Background: an optimization exercise with open tools, aiming at small area. Do not read the settings as production practice.
In this exercise RTL edits were held to simulation tests only and were not proved equivalent to the original.
Power figures rest on the tool's default switching activity, not on a simulated workload.

run A:
// rv_exec_top
module rv_exec_top
(
    input  logic                   i_clk,
    input  logic                   i_rst_n,
    input  logic                   i_instr_valid,
    output logic                   o_instr_ready,
    input  rv_exec_pkg::word_t     i_instr,
    output logic                   o_wb_valid,
    output rv_exec_pkg::reg_addr_t o_wb_rd,
    output rv_exec_pkg::word_t     o_wb_data,
    output logic                   o_wb_illegal,
    input  logic                   i_wb_ready
);
    logic [31:1] rs1_sel, rs2_sel;
    logic [31:0] imm;
    logic        legal, sub, sra;
    logic [2:0]  f3;
    logic [31:0] rs1_data, rs2_data;
    logic [31:0] a_d, b_d;
    logic [31:0] ex_a, ex_bx;
    logic        ex_sub, ex_fill;
    logic [6:0]  ex_sel;
    logic [31:0] result;
    logic        wr;
    logic [31:1] we;
    logic        fwd1, fwd2;
    rv_decoder rv_decoder_i
    (
        .i_instr    (i_instr),
        .o_rs1_sel  (rs1_sel),
        .o_rs2_sel  (rs2_sel),
        .o_imm      (imm),
        .o_legal    (legal),
        .o_f3       (f3),
        .o_sub      (sub),
        .o_sra      (sra)
    );
    for (genvar r = 1; r < 32; r++)
    begin : g_we
        assign we[r] = !i_rst_n || (wr && (o_wb_rd == r));
    end
    rv_regfile rv_regfile_i
    (
        .i_clk      (i_clk),
        .i_we       (we),
        .i_wdata    (result),
        .i_rs1_sel  (rs1_sel),
        .i_rs2_sel  (rs2_sel),
        .o_rs1_data (rs1_data),
        .o_rs2_data (rs2_data)
    );
    assign fwd1 = |(we & rs1_sel);
    assign fwd2 = |(we & rs2_sel);
    assign a_d  = fwd1 ? result : rs1_data;
    assign b_d  = fwd2 ? result : (rs2_data | imm);
    rv_pipe_ctrl rv_pipe_ctrl_i
    (
        .i_clk         (i_clk),
        .i_rst_n       (i_rst_n),
        .i_instr_valid (i_instr_valid),
        .o_instr_ready (o_instr_ready),
        .i_rd          (i_instr[11:7]),
        .i_a           (a_d),
        .i_b           (b_d),
        .i_f3          (f3),
        .i_sub         (sub),
  ...
Size in the first run: ~1100 flip-flops, roughly 76 I/O pins.
Settings: LEC_CHECK=0, CAP_MARGIN=10, CORE_MARGIN=2, CORE_UTILIZATION=52, GPL_TIMING_DRIVEN=0, SETUP_SLACK_MARGIN=0.4, SLEW_MARGIN=10; clock period 8.0 ns.
standard.sh (not shown) runs the stock make flow with config.mk's settings and CLKGATE_MAP_FILE= SYNTH_SCRIPT=/design/flow/synth_recipe.tcl, a recipe that flattens the netlist after the stock synthesis.
==> flow/flow/run.sh <==
#!/bin/bash
# The standard layout (standard.sh) with these changes:
#  - synthesis: the final ABC mapping uses an area-oriented script
#    (flow/abc_area_map.script) in place of ORFS's speed script. Everything
#    else, register mapping and names included, is the standard synthesis.
#  - placement: ports are buffered with buf_2 instead of the default cell.
#  - clock tree: clkbuf_8 leaf clusters of up to 20 sinks, 45 um across,
#    and no dummy loads.
# Each tool's output goes to a log of its own here (synth.log, layout.log);
# ORFS's per-step logs are under orfs/logs.
set -euo pipefail
W=$(pwd)
rm -rf "$W/scripts_abc"
cp -r "$FLOW_HOME/scripts" "$W/scripts_abc"
cp "$W/flow/abc_area_map.script" "$W/scripts_abc/abc_speed.script"
SCRIPTS_DIR="$W/scripts_abc" bash standard.sh synth > "$W/synth.log" 2>&1
export BUFFER_PORTS_ARGS="-buffer_cell sky130_fd_sc_hd__buf_2"
export CTS_ARGS="-sink_clustering_enable -repair_clock_nets -dont_use_dummy_load -buf_list sky130_fd_sc_hd__clkbuf_8 -sink_clustering_size 20 -sink_clustering_max_diameter 45"
bash standard.sh finish > "$W/layout.log" 2>&1
==> flow/flow/abc_area_map.script <==
strash
&get -n
&st
&dch -f
&nf -R 1000
&put
buffer -c -N 24
topo
stime -c
upsize -c
dnsize -c
What run B does differently from run A at the input level:
- SETUP_SLACK_MARGIN changed from 0.4 to 0.25
-- flow/flow/abc_area_map.script --
<<< run A, line 6
&put
buffer -c -N 24
topo
>>> run B, line 6
&put
buffer -c
topo
## What came out
Compared with run A, in run B clock period minus worst slack shows an increase of 0.33 ns; routed wirelength normalized by instance count shows an increase of 6.1 um; proportion of synthesized area in mux cells shows no meaningful change; combinational cell fraction of total power shows an increase of 1.5 points.
Run B ended up with o_wb_data[31] as its end of the critical path; run A ended up with o_wb_data[21].
[inputs] run C vs run B
- swapping 0.25 for 0.4 in SETUP_SLACK_MARGIN
-- flow/flow/abc_area_map.script --
<<< run B, line 6
&put
buffer -c
topo
>>> run C, line 6
&put
buffer -c -N 16
topo
--- outcome ---
- Run C: full flow OK, the timing, design-rule and antenna checks passed
- Of the two candidates, run B has the worse area inside the core boundary and run C the better one.
- The run showing the greater number of antenna violations at the first check in global routing is run B.
- Synthesized cell count in run C is 95 lower than in run B
- NOTE: via density per instance in run C falls short of that of run B
- Run B reports its critical path launch point as rv_pipe_ctrl_i.o_bx[1] while run C reports i_instr[6].
- On net total in the final layout, the higher figure sits with run B, not run C.
- When the final numbers for run B and run C were put side by side, the die area turned out to be greater in run B.
- Post-cts sizing count came out higher on run C than on run B.
- Comparing run B and run C, the lower sequential element share of the synthesized area is on run B.
- Relative to run B, largest net degree at the start of global routing has gone down in run C.
- In the reports for run B and run C, the smaller final critical path time including I/O delays and setup belongs to run C.
- Run C against run B; critical path depth is down by a little under 10%.
Setup changes, run C to run D
- SETUP_SLACK_MARGIN now 0.05, was 0.4
-- flow/flow/abc_area_map.script --
<<< run C, line 6
&put
buffer -c -N 16
topo
>>> run D, line 6
&put
topo
- Higher share of power burned in registers goes to run D over run C.
- Run D: wire length reported by the detailed router 4.7% above run C
- Run D vs run C — synthesized area dropped 700 um2.
- Taking run C as the reference, in run D global-route usage grew by 2.0 points; overall power after layout -2.1%.

---

Starting RTL as in the previous note.
export LEC_CHECK = 0
export CAP_MARGIN = 10
export CORE_MARGIN = 2
export CORE_UTILIZATION = 52
export GPL_TIMING_DRIVEN = 0
export SETUP_SLACK_MARGIN = 0.4
export SLEW_MARGIN = 10
create_clock -name core_clock -period 8.0 [get_ports {i_clk}]
==> flow/flow/abc_area_map.script <==
strash
&get -n
&st
&dch -f
&nf -R 1000
&put
buffer -c
topo
stime -c
upsize -c
dnsize -c
Scripts as last shown in full above: flow/flow/run.sh
Then changed:
==> flow/flow/abc_area_map.script (replaced) <==
strash
&get -n
&st
&dch -f
&nf -R 1000
&put
buffer -c -N 16
topo
stime -c
upsize -c
dnsize -c
- SETUP_SLACK_MARGIN: 0.4 -> 0.15
=>
- design area fell by 1.6%
- sequential share of layout area rose by 0.93 points
- area after synthesis fell by 0.74%
- clock skew fell by 0.018 ns
- first-iteration DRC count fell by 23%
- flip-flop and latch count does not change
- cell count fell by 2.0%
- routed wire length fell by 13%
- die area fell by 0.73%
- count of clock-buffer cells in the layout rose by 13
- critical path depth rose by 4

static timing again, ports no longer ideal:
In the flow no input, the clock included, has a driving cell. The finished layouts below were timed again as built, in two steps.
Step 1: set_driving_cell puts a clkbuf_16 on i_clk and a buf_2 on each other input, an assumption about the parent block.
Step 2 also shifts input and output timing later by t, the mid clock arrival at the registers, as if the neighbouring blocks saw the same clock.
Slacks: ideal ports / drivers / drivers and shift; pairs: ideal ports / drivers.
run	t (ns)	setup slack, ns	hold WS [ns]	clock arrival spread, ns	pins driven straight from the clock port
run A	0.847	0.559 / 0.534 / 0.107	0.800 / 0.800 / 0.800	0.089 / 0.089	1
run B	0.881	0.227 / 0.160 / -0.604	0.782 / 0.782 / 0.782	0.131 / 0.130	1
run C	0.874	0.464 / 0.405 / -0.364	0.797 / 0.797 / 0.797	0.118 / 0.118	1
run D	0.842	0.438 / 0.371 / -0.109	0.825 / 0.825 / 0.825	0.107 / 0.107	1
the first run of note 2	0.866	0.390 / 0.382 / -0.433	0.777 / 0.777 / 0.777	0.132 / 0.132	1
the second run of note 2	0.885	0.316 / 0.248 / -0.468	0.791 / 0.791 / 0.791	0.115 / 0.115	1
Met with ideal ports but missed after step 2: setup timing in 5 of these runs. The setup slack of run B, which loses most, moves by -0.067 ns with the drivers and by -0.831 ns with both steps.
